What follows belongs to an exercise in optimizing a design on an open flow for small area; a production flow would make more cautious choices. Function was checked by simulation only, so behaviour that the tests miss may differ from the original. Power is estimated from default activity; no workload was simulated.

==> umber: inputs <==
==> flow/design.v <==
package ppc_pkg;
  localparam int INST_W  = 32;
  localparam int FETCH_W = 64;
  localparam logic [1:0] POP_NONE = 2'd0;
  localparam logic [1:0] POP_ONE  = 2'd1;
  localparam logic [1:0] POP_TWO  = 2'd2;
  function automatic logic [1:0] clampPop(input logic [1:0] req);
    clampPop = (req == 2'd3) ? POP_TWO : req;
  endfunction
endpackage
module iq_storage #(
  parameter int ROWS = 32,
  parameter int IW   = 32
) (
  input  logic            clk,
  input  logic [ROWS-1:0] wrSel,
  input  logic [ROWS-1:0] wrHold,
  input  logic [0:IW-1]   wrEven,
  input  logic [0:IW-1]   wrOdd,
  input  logic [ROWS-1:0] rdSelEven,
  input  logic [ROWS-1:0] rdSelOdd,
  output logic [0:IW-1]   rdEven,
  output logic [0:IW-1]   rdOdd
);
  logic [ROWS-1:0][0:IW-1] even;
  logic [ROWS-1:0][0:IW-1] odd;
  for (genvar i = 0; i < ROWS; i++) begin : g_row
    always_ff @(posedge clk) begin
      even[i] <= (wrEven & {IW{wrSel[i]}}) | (even[i] & {IW{wrHold[i]}});
      odd[i]  <= (wrOdd  & {IW{wrSel[i]}}) | (odd[i]  & {IW{wrHold[i]}});
    end
  end
  always_comb begin
    rdEven = '0;
    rdOdd  = '0;
    for (int i = 0; i < ROWS; i++) begin
      rdEven = rdEven | (even[i] & {IW{rdSelEven[i]}});
      rdOdd  = rdOdd  | (odd[i]  & {IW{rdSelOdd[i]}});
    end
  end
endmodule
module inst_fetch_queue
#(
  parameter int DEPTH = 64,
  parameter int IW    = ppc_pkg::INST_W,
  parameter int PW    = 6
) (
  input  logic            clk,
  input  logic            rst,
  input  logic            flush,
  input  logic            push_valid,
  input  logic [0:2*IW-1] push_data,
  output logic            push_ready,
  output logic            head0_valid,
  output logic [0:IW-1]   head0_inst,
  output logic            head1_valid,
  output logic [0:IW-1]   head1_inst,
  input  logic [0:1]      pop_count,
  output logic [0:PW]     count,
  output logic            overflow_err,
  output logic            pop_err
);
  localparam int ROWS = DEPTH / 2;
  localparam int RW   = PW - 1;
  logic            headPar;
  logic [RW-1:0]   oddRow, evenRow;
  logic [RW-1:0]   tailRow;
  logic [PW:0]     occ;
  logic            head0Even, head0Odd, head1Even, head1Odd;
  logic [1:0]      popReq;
  logic [1:0]      popEff;
  logic            pushAcc;
  logic            pushRefused;
  logic            popBad;
  logic            ge1, ge2;
  logic            oddRowStep, evenRowStep;
  logic            headParNext;
  logic [PW:0]     occNext;
  logic            ge1Next, ge2Next;
  assign ge1         = (occ != '0);
  assign ge2         = (occ[PW:1] != '0);
  assign push_ready  = ~occ[PW] & ~(&occ[PW-1:0]);
  assign pushAcc     = push_valid & push_ready & ~flush;
  assign pushRefused = push_valid & ~push_ready & ~flush;
  assign popReq = ppc_pkg::clampPop(pop_count);
  assign popEff = ge2 ? popReq : {1'b0, ge1 & (popReq != 2'd0)};
  assign popBad = ~flush & ((pop_count == 2'd3) | (~ge2 & (pop_count > 2'(occ[0]))));
  assign oddRowStep  = popEff[1] | (popEff[0] &  headPar);
  assign evenRowStep = popEff[1] | (popEff[0] & ~headPar);
  assign headParNext = headPar ^ popEff[0];
  assign occNext     = occ - (PW+1)'(popEff) + (pushAcc ? (PW+1)'(2) : '0);
  assign ge1Next     = (occNext != '0);
  assign ge2Next     = (occNext[PW:1] != '0);
  always_ff @(posedge clk or posedge rst) begin
    if (rst) begin
      headPar      <= 1'b0;
      oddRow       <= '0;
      evenRow      <= '0;
      tailRow      <= '0;
      occ          <= '0;
      head0Even    <= 1'b0;
      head0Odd     <= 1'b0;
      head1Even    <= 1'b0;
      head1Odd     <= 1'b0;
      overflow_err <= 1'b0;
      pop_err      <= 1'b0;
    end else begin
      if (flush) begin
        headPar   <= 1'b0;
        oddRow    <= '0;
        evenRow   <= '0;
        tailRow   <= '0;
        occ       <= '0;
        head0Even <= 1'b0;
        head0Odd  <= 1'b0;
        head1Even <= 1'b0;
        head1Odd  <= 1'b0;
      end else begin
        headPar <= headParNext;
        if (oddRowStep)  oddRow    <= oddRow + RW'(1);
        if (evenRowStep) evenRow   <= evenRow + RW'(1);
        if (pushAcc)     tailRow   <= tailRow + RW'(1);
        occ       <= occNext;
        head0Even <= ~headParNext & ge1Next;
        head0Odd  <=  headParNext & ge1Next;
        head1Even <=  headParNext & ge2Next;
        head1Odd  <= ~headParNext & ge2Next;
      end
      if (pushRefused) overflow_err <= 1'b1;
      if (popBad)      pop_err      <= 1'b1;
    end
  end
  logic [ROWS-1:0] wrSel, wrHold;
  always_comb begin
    for (int i = 0; i < ROWS; i++) wrSel[i] = pushAcc & (tailRow == RW'(i));
  end
  assign wrHold = ~wrSel;
  logic [ROWS-1:0] rdSelEven, rdSelOdd;
  logic [0:IW-1]   rdEven, rdOdd;
  always_comb begin
    for (int i = 0; i < ROWS; i++) begin
      rdSelEven[i] = (evenRow == RW'(i));
      rdSelOdd[i]  = (oddRow  == RW'(i));
    end
  end
  iq_storage #(
    .ROWS (ROWS),
    .IW   (IW)
  ) storage (
    .clk       (clk),
    .wrSel     (wrSel),
    .wrHold    (wrHold),
    .wrEven    (push_data[0:IW-1]),
    .wrOdd     (push_data[IW:2*IW-1]),
    .rdSelEven (rdSelEven),
    .rdSelOdd  (rdSelOdd),
    .rdEven    (rdEven),
    .rdOdd     (rdOdd)
  );
  assign count       = occ;
  assign head0_valid = ge1;
  assign head1_valid = ge2;
  assign head0_inst  = (rdEven & {IW{head0Even}}) | (rdOdd & {IW{head0Odd}});
  assign head1_inst  = (rdEven & {IW{head1Even}}) | (rdOdd & {IW{head1Odd}});
endmodule
==> flow/flow/run.sh <==
#!/bin/bash
# The standard layout (standard.sh: the standard synthesis, then ORFS to finish), with one
# change: the buffers ORFS puts on the input and output ports are buf_2 cells instead of the
# resizer's default pick. Every port still gets its own buffer.
set -euo pipefail
export BUFFER_PORTS_ARGS="-buffer_cell sky130_fd_sc_hd__buf_2"
bash standard.sh finish > standard_finish.log 2>&1
==> flow/standard.sh <==
#!/bin/bash
# synth_recipe.tcl (not shown) runs the flow's synth.tcl, then flattens the netlist and writes it again
# the make line also repeats each setting of config.mk as NAME=value (left out here)
make -C /OpenROAD-flow-scripts/flow DESIGN_CONFIG=/design/flow/config.mk WORK_HOME=/design/flow/orfs CLKGATE_MAP_FILE= SYNTH_SCRIPT=/design/flow/synth_recipe.tcl "${@:-finish}"
==> flow/config.mk <==
export PLATFORM = sky130hd
export DESIGN_NAME = inst_fetch_queue
export DESIGN_NICKNAME = inst_fetch_queue
export VERILOG_FILES = /design/flow/design.v
export SDC_FILE = /design/flow/constraint.sdc
export NUM_CORES = 4
export LEC_CHECK = 0
export CAP_MARGIN = 20
export CORE_MARGIN = 2
export CORE_UTILIZATION = 70
export CTS_CLUSTER_DIAMETER = 100
export CTS_CLUSTER_SIZE = 30
export SETUP_SLACK_MARGIN = 0.15
export SLEW_MARGIN = 20
export SYNTH_HIERARCHICAL = 1
==> flow/constraint.sdc <==
create_clock -name core_clock -period 5.5 [get_ports {clk}]
set_input_delay 1.1000 -clock core_clock [delete_from_list [all_inputs] [get_ports {clk}]]
set_output_delay 1.1000 -clock core_clock [all_outputs]
set_load 0.01 [all_outputs]
==> inputs of onyx, as changes to umber <==
--- a/flow/design.v
+++ b/flow/design.v
@@ -63,7 +63,7 @@
   localparam int ROWS = DEPTH / 2;
   localparam int RW   = PW - 1;
   logic            headPar;
-  logic [RW-1:0]   oddRow, evenRow;
+  logic [ROWS-1:0] oddRowOh, evenRowOh;
   logic [RW-1:0]   tailRow;
   logic [PW:0]     occ;
   logic            head0Even, head0Odd, head1Even, head1Odd;
@@ -94,8 +94,8 @@
   always_ff @(posedge clk or posedge rst) begin
     if (rst) begin
       headPar      <= 1'b0;
-      oddRow       <= '0;
-      evenRow      <= '0;
+      oddRowOh     <= ROWS'(1);
+      evenRowOh    <= ROWS'(1);
       tailRow      <= '0;
       occ          <= '0;
       head0Even    <= 1'b0;
@@ -107,8 +107,8 @@
     end else begin
       if (flush) begin
         headPar   <= 1'b0;
-        oddRow    <= '0;
-        evenRow   <= '0;
+        oddRowOh  <= ROWS'(1);
+        evenRowOh <= ROWS'(1);
         tailRow   <= '0;
         occ       <= '0;
         head0Even <= 1'b0;
@@ -117,8 +117,8 @@
         head1Odd  <= 1'b0;
       end else begin
         headPar <= headParNext;
-        if (oddRowStep)  oddRow    <= oddRow + RW'(1);
-        if (evenRowStep) evenRow   <= evenRow + RW'(1);
+        if (oddRowStep)  oddRowOh  <= {oddRowOh[ROWS-2:0],  oddRowOh[ROWS-1]};
+        if (evenRowStep) evenRowOh <= {evenRowOh[ROWS-2:0], evenRowOh[ROWS-1]};
         if (pushAcc)     tailRow   <= tailRow + RW'(1);
         occ       <= occNext;
         head0Even <= ~headParNext & ge1Next;
@@ -135,14 +135,7 @@
     for (int i = 0; i < ROWS; i++) wrSel[i] = pushAcc & (tailRow == RW'(i));
   end
   assign wrHold = ~wrSel;
-  logic [ROWS-1:0] rdSelEven, rdSelOdd;
-  logic [0:IW-1]   rdEven, rdOdd;
-  always_comb begin
-    for (int i = 0; i < ROWS; i++) begin
-      rdSelEven[i] = (evenRow == RW'(i));
-      rdSelOdd[i]  = (oddRow  == RW'(i));
-    end
-  end
+  logic [0:IW-1] rdEven, rdOdd;
   iq_storage #(
     .ROWS (ROWS),
     .IW   (IW)
@@ -152,8 +145,8 @@
     .wrHold    (wrHold),
     .wrEven    (push_data[0:IW-1]),
     .wrOdd     (push_data[IW:2*IW-1]),
-    .rdSelEven (rdSelEven),
-    .rdSelOdd  (rdSelOdd),
+    .rdSelEven (evenRowOh),
+    .rdSelOdd  (oddRowOh),
     .rdEven    (rdEven),
     .rdOdd     (rdOdd)
   );
==> flow/run.sh (new file) <==
#!/bin/bash
# synth_recipe.tcl (not shown) runs the flow's synth.tcl, then flattens the netlist and writes it again
# the make line also repeats each setting of config.mk as NAME=value (left out here)
make -C /OpenROAD-flow-scripts/flow DESIGN_CONFIG=/design/flow/config.mk WORK_HOME=/design/flow/orfs CLKGATE_MAP_FILE= SYNTH_SCRIPT=/design/flow/synth_recipe.tcl finish
Settings changed: CORE_UTILIZATION 70 to 40, SETUP_SLACK_MARGIN 0.15 to unset.
removed: flow/flow/run.sh
removed: flow/standard.sh
==> comparison table <==
Status: umber complete, no violations; onyx complete, no violations
Vias per std cell: umber 8.20; onyx 6.88
Power density cells: umber 403 nW/um^2; onyx 367 nW/um^2
Post-layout utilization of the core: umber 73.5%; onyx 43.3%
Share of cell area taken by multi-input logic gates: umber 39.0%; onyx 37.0%
Mapped Cells: umber 6712; onyx 6845
GR Layer Usage met3: umber 18.4%; onyx 5.23%
Area of the placeable core: umber 107000 sq um; onyx 191000 sq um
Proportion of cell area occupied by registers: umber 53.1%; onyx 52.3%
CP Depth: umber 8; onyx 6
Path type of the worst min-delay path: umber in2async; onyx reg2reg
Setup repair after global routing missed its margin: umber yes; onyx no
Worst R2R End: umber storage.even[293]$_DFF_P_; onyx head0Odd$_DFF_PP0_
Floorplan die area: umber 110000 sq um; onyx 196000 sq um
Via count of the first global-routing pass: umber 59300; onyx 59200

========
==> 10-03: inputs <==
Starts from the design.v that is shown in full above.
==> flow/config.mk <==
export PLATFORM = sky130hd
export DESIGN_NAME = inst_fetch_queue
export DESIGN_NICKNAME = inst_fetch_queue
export VERILOG_FILES = /design/flow/design.v
export SDC_FILE = /design/flow/constraint.sdc
export NUM_CORES = 4
export LEC_CHECK = 0
export CAP_MARGIN = 20
export CORE_MARGIN = 2
export CORE_UTILIZATION = 70
export CTS_BUF_LIST = sky130_fd_sc_hd__clkbuf_8
export CTS_CLUSTER_DIAMETER = 60
export CTS_CLUSTER_SIZE = 20
export SETUP_SLACK_MARGIN = 0.15
export SLEW_MARGIN = 20
export SYNTH_HIERARCHICAL = 1
==> flow/constraint.sdc <==
create_clock -name core_clock -period 5.5 [get_ports {clk}]
set_input_delay 1.1000 -clock core_clock [delete_from_list [all_inputs] [get_ports {clk}]]
set_output_delay 1.1000 -clock core_clock [all_outputs]
set_load 0.01 [all_outputs]
standard.sh (not shown) runs the stock make flow with config.mk's settings and CLKGATE_MAP_FILE= SYNTH_SCRIPT=/design/flow/synth_recipe.tcl, a recipe that flattens the netlist after the stock synthesis.
==> flow/flow/run.sh <==
#!/bin/bash
# The standard layout (standard.sh: the standard synthesis, then ORFS to finish), with one
# change: the buffers ORFS puts on the input and output ports are buf_2 cells instead of the
# resizer's default pick. Every port still gets its own buffer.
set -euo pipefail
export BUFFER_PORTS_ARGS="-buffer_cell sky130_fd_sc_hd__buf_2"
bash standard.sh finish > standard_finish.log 2>&1
==> 07-13: changes against 10-03 <==
--- a/flow/design.v
+++ b/flow/design.v
@@ -64,5 +64,5 @@
   localparam int RW   = PW - 1;
   logic            headPar;
-  logic [RW-1:0]   oddRow, evenRow;
+  logic [ROWS-1:0] oddRowOh, evenRowOh;
   logic [RW-1:0]   tailRow;
   logic [PW:0]     occ;
@@ -95,6 +95,6 @@
     if (rst) begin
       headPar      <= 1'b0;
-      oddRow       <= '0;
-      evenRow      <= '0;
+      oddRowOh     <= ROWS'(1);
+      evenRowOh    <= ROWS'(1);
       tailRow      <= '0;
       occ          <= '0;
@@ -108,6 +108,6 @@
       if (flush) begin
         headPar   <= 1'b0;
-        oddRow    <= '0;
-        evenRow   <= '0;
+        oddRowOh  <= ROWS'(1);
+        evenRowOh <= ROWS'(1);
         tailRow   <= '0;
         occ       <= '0;
@@ -118,6 +118,6 @@
       end else begin
         headPar <= headParNext;
-        if (oddRowStep)  oddRow    <= oddRow + RW'(1);
-        if (evenRowStep) evenRow   <= evenRow + RW'(1);
+        if (oddRowStep)  oddRowOh  <= {oddRowOh[ROWS-2:0],  oddRowOh[ROWS-1]};
+        if (evenRowStep) evenRowOh <= {evenRowOh[ROWS-2:0], evenRowOh[ROWS-1]};
         if (pushAcc)     tailRow   <= tailRow + RW'(1);
         occ       <= occNext;
@@ -136,12 +136,5 @@
   end
   assign wrHold = ~wrSel;
-  logic [ROWS-1:0] rdSelEven, rdSelOdd;
-  logic [0:IW-1]   rdEven, rdOdd;
-  always_comb begin
-    for (int i = 0; i < ROWS; i++) begin
-      rdSelEven[i] = (evenRow == RW'(i));
-      rdSelOdd[i]  = (oddRow  == RW'(i));
-    end
-  end
+  logic [0:IW-1] rdEven, rdOdd;
   iq_storage #(
     .ROWS (ROWS),
@@ -153,6 +146,6 @@
     .wrEven    (push_data[0:IW-1]),
     .wrOdd     (push_data[IW:2*IW-1]),
-    .rdSelEven (rdSelEven),
-    .rdSelOdd  (rdSelOdd),
+    .rdSelEven (evenRowOh),
+    .rdSelOdd  (oddRowOh),
     .rdEven    (rdEven),
     .rdOdd     (rdOdd)
==> flow/run.sh (new file) <==
#!/bin/bash
# synth_recipe.tcl (not shown) runs the flow's synth.tcl, then flattens the netlist and writes it again
# the make line also repeats each setting of config.mk as NAME=value (left out here)
make -C /OpenROAD-flow-scripts/flow DESIGN_CONFIG=/design/flow/config.mk WORK_HOME=/design/flow/orfs CLKGATE_MAP_FILE= SYNTH_SCRIPT=/design/flow/synth_recipe.tcl finish
CORE_UTILIZATION = 60   (was 70)
CTS_BUF_LIST = unset   (was sky130_fd_sc_hd__clkbuf_8)
CTS_CLUSTER_DIAMETER = 100   (was 60)
CTS_CLUSTER_SIZE = 30   (was 20)
SETUP_SLACK_MARGIN = unset   (was 0.15)
removed: flow/flow/run.sh
removed: flow/standard.sh
==> 04-18: changes against 10-03 <==
--- a/flow/design.v
+++ b/flow/design.v
@@ -63,19 +63,13 @@
   localparam int ROWS = DEPTH / 2;
   localparam int RW   = PW - 1;
-  logic            headPar;
-  logic [RW-1:0]   oddRow, evenRow;
-  logic [RW-1:0]   tailRow;
-  logic [PW:0]     occ;
-  logic            head0Even, head0Odd, head1Even, head1Odd;
-  logic [1:0]      popReq;
-  logic [1:0]      popEff;
-  logic            pushAcc;
-  logic            pushRefused;
-  logic            popBad;
-  logic            ge1, ge2;
-  logic            oddRowStep, evenRowStep;
-  logic            headParNext;
-  logic [PW:0]     occNext;
-  logic            ge1Next, ge2Next;
+  logic [PW-1:0] head;
+  logic [RW-1:0] tailRow;
+  logic [PW:0]   occ;
+  logic [1:0]    popReq;
+  logic [1:0]    popEff;
+  logic          pushAcc;
+  logic          pushRefused;
+  logic          popBad;
+  logic          ge1, ge2;
   assign ge1         = (occ != '0);
   assign ge2         = (occ[PW:1] != '0);
@@ -86,44 +80,22 @@
   assign popEff = ge2 ? popReq : {1'b0, ge1 & (popReq != 2'd0)};
   assign popBad = ~flush & ((pop_count == 2'd3) | (~ge2 & (pop_count > 2'(occ[0]))));
-  assign oddRowStep  = popEff[1] | (popEff[0] &  headPar);
-  assign evenRowStep = popEff[1] | (popEff[0] & ~headPar);
-  assign headParNext = headPar ^ popEff[0];
-  assign occNext     = occ - (PW+1)'(popEff) + (pushAcc ? (PW+1)'(2) : '0);
-  assign ge1Next     = (occNext != '0);
-  assign ge2Next     = (occNext[PW:1] != '0);
   always_ff @(posedge clk or posedge rst) begin
     if (rst) begin
-      headPar      <= 1'b0;
-      oddRow       <= '0;
-      evenRow      <= '0;
+      head         <= '0;
       tailRow      <= '0;
       occ          <= '0;
-      head0Even    <= 1'b0;
-      head0Odd     <= 1'b0;
-      head1Even    <= 1'b0;
-      head1Odd     <= 1'b0;
       overflow_err <= 1'b0;
       pop_err      <= 1'b0;
     end else begin
       if (flush) begin
-        headPar   <= 1'b0;
-        oddRow    <= '0;
-        evenRow   <= '0;
-        tailRow   <= '0;
-        occ       <= '0;
-        head0Even <= 1'b0;
-        head0Odd  <= 1'b0;
-        head1Even <= 1'b0;
-        head1Odd  <= 1'b0;
+        head     <= '0;
+        tailRow  <= '0;
+        occ      <= '0;
       end else begin
-        headPar <= headParNext;
-        if (oddRowStep)  oddRow    <= oddRow + RW'(1);
-        if (evenRowStep) evenRow   <= evenRow + RW'(1);
-        if (pushAcc)     tailRow   <= tailRow + RW'(1);
-        occ       <= occNext;
-        head0Even <= ~headParNext & ge1Next;
-        head0Odd  <=  headParNext & ge1Next;
-        head1Even <=  headParNext & ge2Next;
-        head1Odd  <= ~headParNext & ge2Next;
+        head <= head + PW'(popEff);
+        if (pushAcc) begin
+          tailRow  <= tailRow + RW'(1);
+        end
+        occ <= occ - (PW+1)'(popEff) + (pushAcc ? (PW+1)'(2) : '0);
       end
       if (pushRefused) overflow_err <= 1'b1;
@@ -136,10 +108,16 @@
   end
   assign wrHold = ~wrSel;
+  logic [RW-1:0]   rowOdd, rowEven;
+  logic            useEven, useOdd;
   logic [ROWS-1:0] rdSelEven, rdSelOdd;
   logic [0:IW-1]   rdEven, rdOdd;
+  assign rowOdd  = head[PW-1:1];
+  assign rowEven = head[PW-1:1] + RW'(head[0]);
+  assign useEven = head[0] ? ge2 : ge1;
+  assign useOdd  = head[0] ? ge1 : ge2;
   always_comb begin
     for (int i = 0; i < ROWS; i++) begin
-      rdSelEven[i] = (evenRow == RW'(i));
-      rdSelOdd[i]  = (oddRow  == RW'(i));
+      rdSelEven[i] = useEven & (rowEven == RW'(i));
+      rdSelOdd[i]  = useOdd  & (rowOdd  == RW'(i));
     end
   end
@@ -161,5 +139,5 @@
   assign head0_valid = ge1;
   assign head1_valid = ge2;
-  assign head0_inst  = (rdEven & {IW{head0Even}}) | (rdOdd & {IW{head0Odd}});
-  assign head1_inst  = (rdEven & {IW{head1Even}}) | (rdOdd & {IW{head1Odd}});
+  assign head0_inst  = head[0] ? rdOdd  : rdEven;
+  assign head1_inst  = head[0] ? rdEven : rdOdd;
 endmodule
==> flow/run.sh (new file) <==
#!/bin/bash
# synth_recipe.tcl (not shown) runs the flow's synth.tcl, then flattens the netlist and writes it again
# the make line also repeats each setting of config.mk as NAME=value (left out here)
make -C /OpenROAD-flow-scripts/flow DESIGN_CONFIG=/design/flow/config.mk WORK_HOME=/design/flow/orfs CLKGATE_MAP_FILE= SYNTH_SCRIPT=/design/flow/synth_recipe.tcl finish
CORE_UTILIZATION = 40   (was 70)
CTS_BUF_LIST = unset   (was sky130_fd_sc_hd__clkbuf_8)
CTS_CLUSTER_DIAMETER = unset   (was 60)
CTS_CLUSTER_SIZE = unset   (was 20)
SETUP_SLACK_MARGIN = unset   (was 0.15)
removed: flow/flow/run.sh
removed: flow/standard.sh
==> comparison <==
Against 07-13, the combinational power of 10-03 is larger by about 40%. 10-03 ran to the end with no violations. 04-18 reached the layout checks and failed them: negative setup slack. 07-13 went through all stages and came out clean. In sequential power, 07-13 and 10-03 hardly differ. Design area, lowest first: 10-03, 07-13, 04-18. Of 07-13 and 04-18, 07-13 has the higher synthesized area (gap 2.3%, measured against 04-18). In 04-18 the maximum frequency is smaller than in 10-03, by about 3.7%. The lowest non-clock buffer count belongs to 10-03, the highest to 04-18.

-- separate check: timing with driven ports --
No port has a modelled driver above. Below, the same layouts with a new extraction and two added sets of constraints. Step 1 assumes that a clkbuf_16 drives the clock port and a buf_2 every other input. Step 2, shift: input delay + t, output delay - t, t = (earliest + latest rising clock arrival at the registers) / 2. This alone moves slack from input paths to output paths. Slacks: no drivers / after step 1 / after step 2; pairs: no drivers / after step 1.
run | t, ns | setup slack, ns | worst setup path at the end | worst register clock-pin slew, ns
umber | 0.804 | 0.152 / 0.068 / 0.872 | register to output | 0.12 / 0.12
onyx | 0.833 | 0.402 / 0.315 / 1.087 | input to register | 0.12 / 0.12
10-03 | 0.978 | 0.101 / 0.025 / 0.976 | input to register | 0.12 / 0.12
07-13 | 0.811 | 0.184 / 0.107 / 0.918 | register to output | 0.12 / 0.12
04-18 | 0.926 | -0.104 / -0.194 / 0.672 | input to register | 0.07 / 0.07
